This is an optimization exercise on Yosys and OpenROAD, whose aim is small area, a short achievable clock period and few clock cycles, not a production implementation.
The RTL was checked by simulation tests, not by an equivalence proof against the original design.

==> job 1626 <==
==> flow/design.v <==
package cpu_pkg;
    typedef enum logic [5:0] {
        OP_ADD  = 6'h01,
        OP_SUB  = 6'h02,
        OP_AND  = 6'h03,
        OP_OR   = 6'h04,
        OP_SLT  = 6'h05,
        OP_ADDI = 6'h08,
        OP_LW   = 6'h10,
        OP_SW   = 6'h11,
        OP_BEQZ = 6'h12,
        OP_BNEZ = 6'h13,
        OP_J    = 6'h14,
        OP_HALT = 6'h3f
    } opcode_e;
    typedef enum logic [2:0] {
        ALU_ADD,
        ALU_SUB,
        ALU_AND,
        ALU_OR,
        ALU_SLT
    } alu_op_e;
    typedef enum logic [1:0] {
        FWD_REG,
        FWD_MEM,
        FWD_WB
    } fwd_sel_e;
endpackage
`timescale 1ns/100ps
module exec_unit #(
    parameter int W = 32
) (
    input  logic [W-1:0] a,
    input  logic [W-1:0] b,
    input  logic         cin,
    output logic [W-1:0] s
);
    localparam int LV = (W > 16) ? 5 : (W > 8) ? 4 : (W > 4) ? 3 : (W > 2) ? 2 : 1;
    logic [W-1:0] p;
    logic [W-1:0] g [0:LV];
    logic [W-1:0] t [0:LV];
    assign p    = a ^ b;
    assign g[0] = (a & b) | {{(W-1){1'b0}}, p[0] & cin};
    assign t[0] = p;
    for (genvar l = 0; l < LV; l++) begin : g_lvl
        localparam int D = 1 << l;
        for (genvar i = 0; i < W; i++) begin : g_bit
            if (i >= D) begin : g_op
                assign g[l+1][i] = g[l][i] | (t[l][i] & g[l][i-D]);
                assign t[l+1][i] = t[l][i] & t[l][i-D];
            end else begin : g_pass
                assign g[l+1][i] = g[l][i];
                assign t[l+1][i] = t[l][i];
            end
        end
    end
    assign s = p ^ {g[LV][W-2:0], cin};
endmodule
module addr_hi (
    input  logic [15:0] base_hi,
    input  logic        sign,
    output logic [15:0] up,
    output logic [15:0] dn
);
    logic [15:0] inc, dec;
    assign inc = base_hi + 16'd1;
    assign dec = base_hi - 16'd1;
    assign up  = sign ? base_hi : inc;
    assign dn  = sign ? dec : base_hi;
endmodule
module add_nc #(
    parameter int W = 16
) (
    input  logic [W-1:0] a,
    input  logic [W-1:0] b,
    output logic [W-1:0] s,
    output logic         co
);
    localparam int LV = (W > 16) ? 5 : (W > 8) ? 4 : (W > 4) ? 3 : (W > 2) ? 2 : 1;
    logic [W-1:0] p;
    logic [W-1:0] g [0:LV];
    logic [W-1:0] t [0:LV];
    assign p    = a ^ b;
    assign g[0] = a & b;
    assign t[0] = p;
    for (genvar l = 0; l < LV; l++) begin : g_lvl
        localparam int D = 1 << l;
        for (genvar i = 0; i < W; i++) begin : g_bit
            if (l == 0 && i == 1) begin : g_b1
                assign g[l+1][i] = (a[1] & b[1]) | (a[1] & a[0] & b[0]) | (b[1] & a[0] & b[0]);
                assign t[l+1][i] = t[l][i] & t[l][i-D];
            end else if (i >= D) begin : g_op
                assign g[l+1][i] = g[l][i] | (t[l][i] & g[l][i-D]);
                assign t[l+1][i] = t[l][i] & t[l][i-D];
            end else begin : g_pass
                assign g[l+1][i] = g[l][i];
                assign t[l+1][i] = t[l][i];
            end
        end
    end
    assign s  = p ^ {g[LV][W-2:0], 1'b0};
    assign co = g[LV][W-1];
endmodule
`timescale 1ns/100ps
module regfile (
    input  logic               clk,
    input  logic               rst_n,
    input  logic [5-1:0] rs1,
    input  logic [5-1:0] rs2,
    output logic [32-1:0]   bus_a,
    output logic [32-1:0]   bus_b,
    output logic               zero_a,
    input  logic [5-1:0] rd,
    input  logic [32-1:0]   wr_data,
    input  logic               wr_zero,
    input  logic               wr_en
);
    localparam int NREGS = 1 << 5;
    logic [32-1:0] wdata;
    logic             wnz;
    logic [32:0]   q [NREGS];      
    logic [NREGS-1:0] sel_a, sel_b;
    logic [32:0]   rd_a, rd_b;
    assign wdata = rst_n ? wr_data : '0;
    assign wnz   = rst_n && !wr_zero;
    assign q[0]  = '0;
    for (genvar i = 1; i < NREGS; i++) begin : g_reg
        always_ff @(posedge clk) begin
            if (!rst_n || (wr_en && rd == i))
                q[i] <= {wnz, wdata};
        end
    end
    always_comb begin
        for (int i = 0; i < NREGS; i++) begin
            sel_a[i] = (rs1 == i);
            sel_b[i] = (rs2 == i);
        end
    end
    for (genvar j = 0; j <= 32; j++) begin : g_bit
        logic [NREGS-1:0] col;
        for (genvar i = 0; i < NREGS; i++) begin : g_col
            assign col[i] = q[i][j];
        end
        rf_read u_ra (.d(col), .sel(sel_a), .y(rd_a[j]));
        if (j < 32) begin : g_b
            rf_read u_rb (.d(col), .sel(sel_b), .y(rd_b[j]));
        end else begin : g_nb
            assign rd_b[j] = 1'b0;
        end
    end
    assign bus_a  = rd_a[32-1:0];
    assign bus_b  = rd_b[32-1:0];
    assign zero_a = !rd_a[32];
endmodule
module rf_read (
    input  logic [31:0] d,
    input  logic [31:0] sel,
    output logic        y
);
    logic [10:0] t;     
    logic [2:0]  u;     
    for (genvar k = 0; k < 10; k++) begin : g_tri
        rf_aoi222 u_t (
            .a1(d[3*k+1]), .a2(sel[3*k+1]),
            .b1(d[3*k+2]), .b2(sel[3*k+2]),
            .c1(d[3*k+3]), .c2(sel[3*k+3]),
            .y(t[k]));
    end
    rf_nand2 u_t10 (.a(d[31]), .b(sel[31]), .y(t[10]));
    rf_nand4 u_u0 (.a(t[0]), .b(t[1]), .c(t[2]), .d(t[3]), .y(u[0]));
    rf_nand4 u_u1 (.a(t[4]), .b(t[5]), .c(t[6]), .d(t[7]), .y(u[1]));
    rf_nand3 u_u2 (.a(t[8]), .b(t[9]), .c(t[10]), .y(u[2]));
    rf_or3   u_y  (.a(u[0]), .b(u[1]), .c(u[2]), .y(y));
endmodule
module rf_aoi222 (
    input  logic a1, a2, b1, b2, c1, c2,
    output logic y
);
    assign y = !((a1 && a2) || (b1 && b2) || (c1 && c2));
endmodule
module rf_nand4 (
    input  logic a, b, c, d,
    output logic y
);
    assign y = !(a && b && c && d);
endmodule
module rf_nand3 (
    input  logic a, b, c,
    output logic y
);
    assign y = !(a && b && c);
endmodule
module rf_nand2 (
    input  logic a, b,
    output logic y
);
    assign y = !(a && b);
endmodule
module rf_or3 (
    input  logic a, b, c,
    output logic y
);
    assign y = a || b || c;
endmodule
`timescale 1ns/100ps
module cpu_top (
    input  logic             clk,
    input  logic             rst_n,
    input  logic [32-1:0] instr,
    output logic [32-1:0] i_addr,
    input  logic [32-1:0] mem_rd_data,
    output logic [32-1:0] mem_addr,
    output logic [32-1:0] mem_wr_data,
    output logic             mem_wr,
    output logic             halted
);
    localparam int PW = 32 - 2;    
    logic [PW-1:0]      pc;
    logic               e_valid;
    logic               e_wr;
    logic [5-1:0] e_dest;
    logic               e_ld, e_st;
    logic               e_and, e_or, e_slt, e_cin;
    logic [32-1:0]   e_a, e_b;
    logic [15:0]        e_ad_lo, e_ad_up, e_ad_dn;    
    logic               e_ad_c16;
    logic             e_lt;
    logic [32-1:0] e_sum, e_alu, e_res;
    exec_unit #(.W(32)) u_add (.a(e_a), .b(e_b), .cin(e_cin), .s(e_sum));
    assign e_lt = (e_a[32-1] == e_b[32-1]) ? e_a[32-1] : e_sum[32-1];
    always_comb begin
        if (e_and)
            e_alu = e_a & e_b;
        else if (e_or)
            e_alu = e_a | e_b;
        else if (e_slt)
            e_alu = {{(32-1){1'b0}}, e_lt};
        else
            e_alu = e_sum;
    end
    assign e_res = e_ld ? mem_rd_data : e_alu;
    logic [32-1:0] e_p;
    logic             e_sum_zero, e_res_zero;
    assign e_p        = e_a ^ e_b;
    assign e_sum_zero = (e_p[0] == e_cin) && (e_p[32-1:1] == (e_a[32-2:0] | e_b[32-2:0]));
    logic e_byp_zero;
    always_comb begin
        if (e_ld)
            e_byp_zero = (mem_rd_data == '0);
        else if (e_and)
            e_byp_zero = ((e_a & e_b) == '0);
        else if (e_or)
            e_byp_zero = ((e_a | e_b) == '0);
        else
            e_byp_zero = e_sum_zero;
    end
    assign e_res_zero = e_slt ? !e_lt : e_byp_zero;
    assign mem_addr    = {e_ad_c16 ? e_ad_up : e_ad_dn, e_ad_lo};
    assign mem_wr_data = e_b;
    assign mem_wr      = e_valid && e_st;
    assign i_addr = {pc, 2'b00};
    logic [5:0]         op;
    logic [5-1:0] rs, rt, f_dest;
    logic [32-1:0]   imm;
    logic               is_r, is_addi, is_lw, is_sw, is_beqz, is_bnez, is_j, is_halt;
    logic               is_sub, is_and, is_or, is_slt, f_wr;
    logic [32-1:0]   rf_a, rf_b, f_a, f_b;
    logic               rf_zero_a;
    assign op  = instr[31:26];
    assign rs  = instr[25:21];
    assign rt  = instr[20:16];
    assign imm = {{(32-16){instr[15]}}, instr[15:0]};
    assign is_r    = (op == 6'h01) || (op == 6'h02) || (op == 6'h03) || (op == 6'h04) || (op == 6'h05);
    assign is_sub  = (op == 6'h02);
    assign is_and  = (op == 6'h03);
    assign is_or   = (op == 6'h04);
    assign is_slt  = (op == 6'h05);
    assign is_addi = (op == 6'h08);
    assign is_lw   = (op == 6'h10);
    assign is_sw   = (op == 6'h11);
    assign is_beqz = (op == 6'h12);
    assign is_bnez = (op == 6'h13);
    assign is_j    = (op == 6'h14);
    assign is_halt = (op == 6'h3f);
    assign f_dest = is_r ? instr[15:11] : rt;
    assign f_wr   = (is_r || is_addi || is_lw) && (f_dest != '0);
    regfile u_regfile (
        .clk(clk), .rst_n(rst_n),
        .rs1(rs), .rs2(rt), .bus_a(rf_a), .bus_b(rf_b), .zero_a(rf_zero_a),
        .rd(e_dest), .wr_data(e_res), .wr_zero(e_res_zero), .wr_en(e_valid && e_wr)
    );
    logic hit_a, hit_b, f_zero;
    assign hit_a  = e_valid && e_wr && e_dest == rs;
    assign hit_b  = e_valid && e_wr && e_dest == rt;
    assign f_a    = hit_a ? e_res : rf_a;
    assign f_b    = hit_b ? e_res : rf_b;
    assign f_zero = hit_a ? e_byp_zero : rf_zero_a;
    logic [15:0] ad_lo, ad_up, ad_dn;
    logic        ad_c16, stall;
    add_nc #(.W(16)) u_adlo (.a(rf_a[15:0]), .b(imm[15:0]), .s(ad_lo), .co(ad_c16));
    addr_hi u_adhi (.base_hi(rf_a[31:16]), .sign(imm[15]), .up(ad_up), .dn(ad_dn));
    assign stall = ((is_lw || is_sw) || ((is_beqz || is_bnez) && e_slt)) && hit_a;
    logic          f_taken;
    logic [PW-1:0] f_seq, f_target;
    assign f_taken = is_j || (is_beqz && f_zero) || (is_bnez && !f_zero);
    assign f_seq   = pc + 1'b1;
    exec_unit #(.W(PW)) u_tgt (.a(pc), .b(imm[PW-1:0]), .cin(1'b1), .s(f_target));
    always_ff @(posedge clk) begin
        if (!rst_n) begin
            pc      <= '0;
            e_valid <= 1'b0;
            halted  <= 1'b0;
        end else if (!halted) begin
            if (!stall && !is_halt)
                pc <= f_taken ? f_target : f_seq;
            e_valid <= !is_halt && !stall;
            halted  <= is_halt;
        end
    end
    always_ff @(posedge clk) begin
        e_wr     <= f_wr;
        e_dest   <= f_dest;
        e_ld     <= is_lw;
        e_st     <= is_sw;
        e_and    <= is_and;
        e_or     <= is_or;
        e_slt    <= is_slt;
        e_cin    <= is_sub || is_slt;
        e_a      <= f_a;
        e_b      <= (is_addi || is_lw) ? imm : ((is_sub || is_slt) ? ~f_b : f_b);
        e_ad_lo  <= ad_lo;
        e_ad_c16 <= ad_c16;
        e_ad_up  <= ad_up;
        e_ad_dn  <= ad_dn;
    end
endmodule
==> flow/run.sh <==
#!/bin/bash
# synth_recipe.tcl (not shown) runs the flow's synth.tcl, then flattens the netlist and writes it again
# the make line also repeats each setting of config.mk as NAME=value (left out here)
make -C /OpenROAD-flow-scripts/flow DESIGN_CONFIG=/design/flow/config.mk WORK_HOME=/design/flow/orfs CLKGATE_MAP_FILE= SYNTH_SCRIPT=/design/flow/synth_recipe.tcl finish
==> flow/config.mk <==
export PLATFORM = sky130hd
export DESIGN_NAME = cpu_top
export DESIGN_NICKNAME = cpu_top
export VERILOG_FILES = /design/flow/design.v
export SDC_FILE = /design/flow/constraint.sdc
export NUM_CORES = 4
export LEC_CHECK = 0
export CAP_MARGIN = 20
export CORE_MARGIN = 2
export CORE_UTILIZATION = 40
export PLACE_DENSITY = 0.6
export SETUP_SLACK_MARGIN = 3.0
export SLEW_MARGIN = 20
export SYNTH_HIERARCHICAL = 1
==> flow/constraint.sdc <==
create_clock -name core_clock -period 7.0 [get_ports {clk}]
set_input_delay 1.4000 -clock core_clock [delete_from_list [all_inputs] [get_ports {clk}]]
set_output_delay 1.4000 -clock core_clock [all_outputs]
set_load 0.01 [all_outputs]
==> inputs of job 6945, as changes to job 1626 <==
--- a/flow/design.v
+++ b/flow/design.v
@@ -143,3 +143,3 @@
         end
-        rf_read u_ra (.d(col), .sel(sel_a), .y(rd_a[j]));
+        rf_read_fast u_ra (.d(col), .sel(sel_a), .y(rd_a[j]));
         if (j < 32) begin : g_b
@@ -174,2 +174,33 @@
 endmodule
+module rf_read_fast (
+    input  logic [31:0] d,
+    input  logic [31:0] sel,
+    output logic        y
+);
+    logic [15:0] t;     
+    logic [3:0]  u;     
+    logic [1:0]  v;
+    rf_nand2 u_t0 (.a(d[1]), .b(sel[1]), .y(t[0]));
+    for (genvar k = 1; k < 16; k++) begin : g_pair
+        rf_aoi22 u_t (.a1(d[2*k]), .a2(sel[2*k]), .b1(d[2*k+1]), .b2(sel[2*k+1]), .y(t[k]));
+    end
+    for (genvar k = 0; k < 4; k++) begin : g_grp
+        rf_nand4 u_u (.a(t[4*k]), .b(t[4*k+1]), .c(t[4*k+2]), .d(t[4*k+3]), .y(u[k]));
+    end
+    rf_nor2  u_v0 (.a(u[0]), .b(u[1]), .y(v[0]));
+    rf_nor2  u_v1 (.a(u[2]), .b(u[3]), .y(v[1]));
+    rf_nand2 u_y  (.a(v[0]), .b(v[1]), .y(y));
+endmodule
+module rf_aoi22 (
+    input  logic a1, a2, b1, b2,
+    output logic y
+);
+    assign y = !((a1 && a2) || (b1 && b2));
+endmodule
+module rf_nor2 (
+    input  logic a, b,
+    output logic y
+);
+    assign y = !(a || b);
+endmodule
 module rf_aoi222 (
--- a/flow/config.mk
+++ b/flow/config.mk
@@ -9,5 +9,7 @@
 export CORE_MARGIN = 2
-export CORE_UTILIZATION = 40
-export PLACE_DENSITY = 0.6
-export SETUP_SLACK_MARGIN = 3.0
+export CORE_UTILIZATION = 50
+export CTS_CLUSTER_DIAMETER = 70
+export CTS_CLUSTER_SIZE = 22
+export PLACE_DENSITY = 0.72
+export SETUP_SLACK_MARGIN = 3.25
 export SLEW_MARGIN = 20
==> notes.md <==
met2 WL 89000 um; Tmin final a little under 4 ns; Least-Margin Pin Slew 1.18 ns; commonest non-fill, non-tap cells in the layout edfxtp_1 (1023), a22oi_2 (495), a222oi_1 (320); multi-input gates about 2800; Initial Util 0.503; All-Layer GR Usage 0.325; fraction of layout cells with a size suffix above 1 0.304; TAP cells 1512; reg-to-reg endpoint u_regfile.q[7][30]; status no timing/DRC/antenna violations
-- figures above: job 6945

==> notes.md <==
Least-Margin Pin Slew 1.04 ns; Initial Util 0.404; multi-input gates 2540; commonest non-fill, non-tap cells in the layout edfxtp_1 (1023), a222oi_1 (650), buf_4 (247); status no timing/DRC/antenna violations
-- figures above: job 1626

Testbench counts of job 1626, summed over its fixed seeds: cycles 349,546.
Testbench counts of job 6945, summed over its fixed seeds: cycles 349,546.

==> separate check: timing with driven ports <==
How much do the figures lean on ideal ports? The routed layouts below were timed once more, with nothing changed but the port constraints. Step 1: set_driving_cell puts a clkbuf_16 on clk and a buf_2 on each other input, an assumption about the parent block. Step 2, shift: input delay + t, output delay - t, t = (earliest + latest rising clock arrival at the registers) / 2. This alone moves slack from input paths to output paths. a / b / c = ideal ports / drivers / drivers and shift; a / b = the first two.
run | t (ns) | setup slack, ns | hold slack, ns | worst setup path after step 2
job 1626 | 0.832 | 2.810 / 2.693 / 1.862 | 0.568 / 0.568 / 0.568 | input to register
job 6945 | 0.748 | 3.067 / 3.067 / 2.410 | 0.502 / 0.502 / 0.502 | input to register
After both steps setup and hold are still met in every run listed. The setup slack of job 1626, which loses most, moves by -0.117 ns with the drivers and by -0.948 ns with both steps.
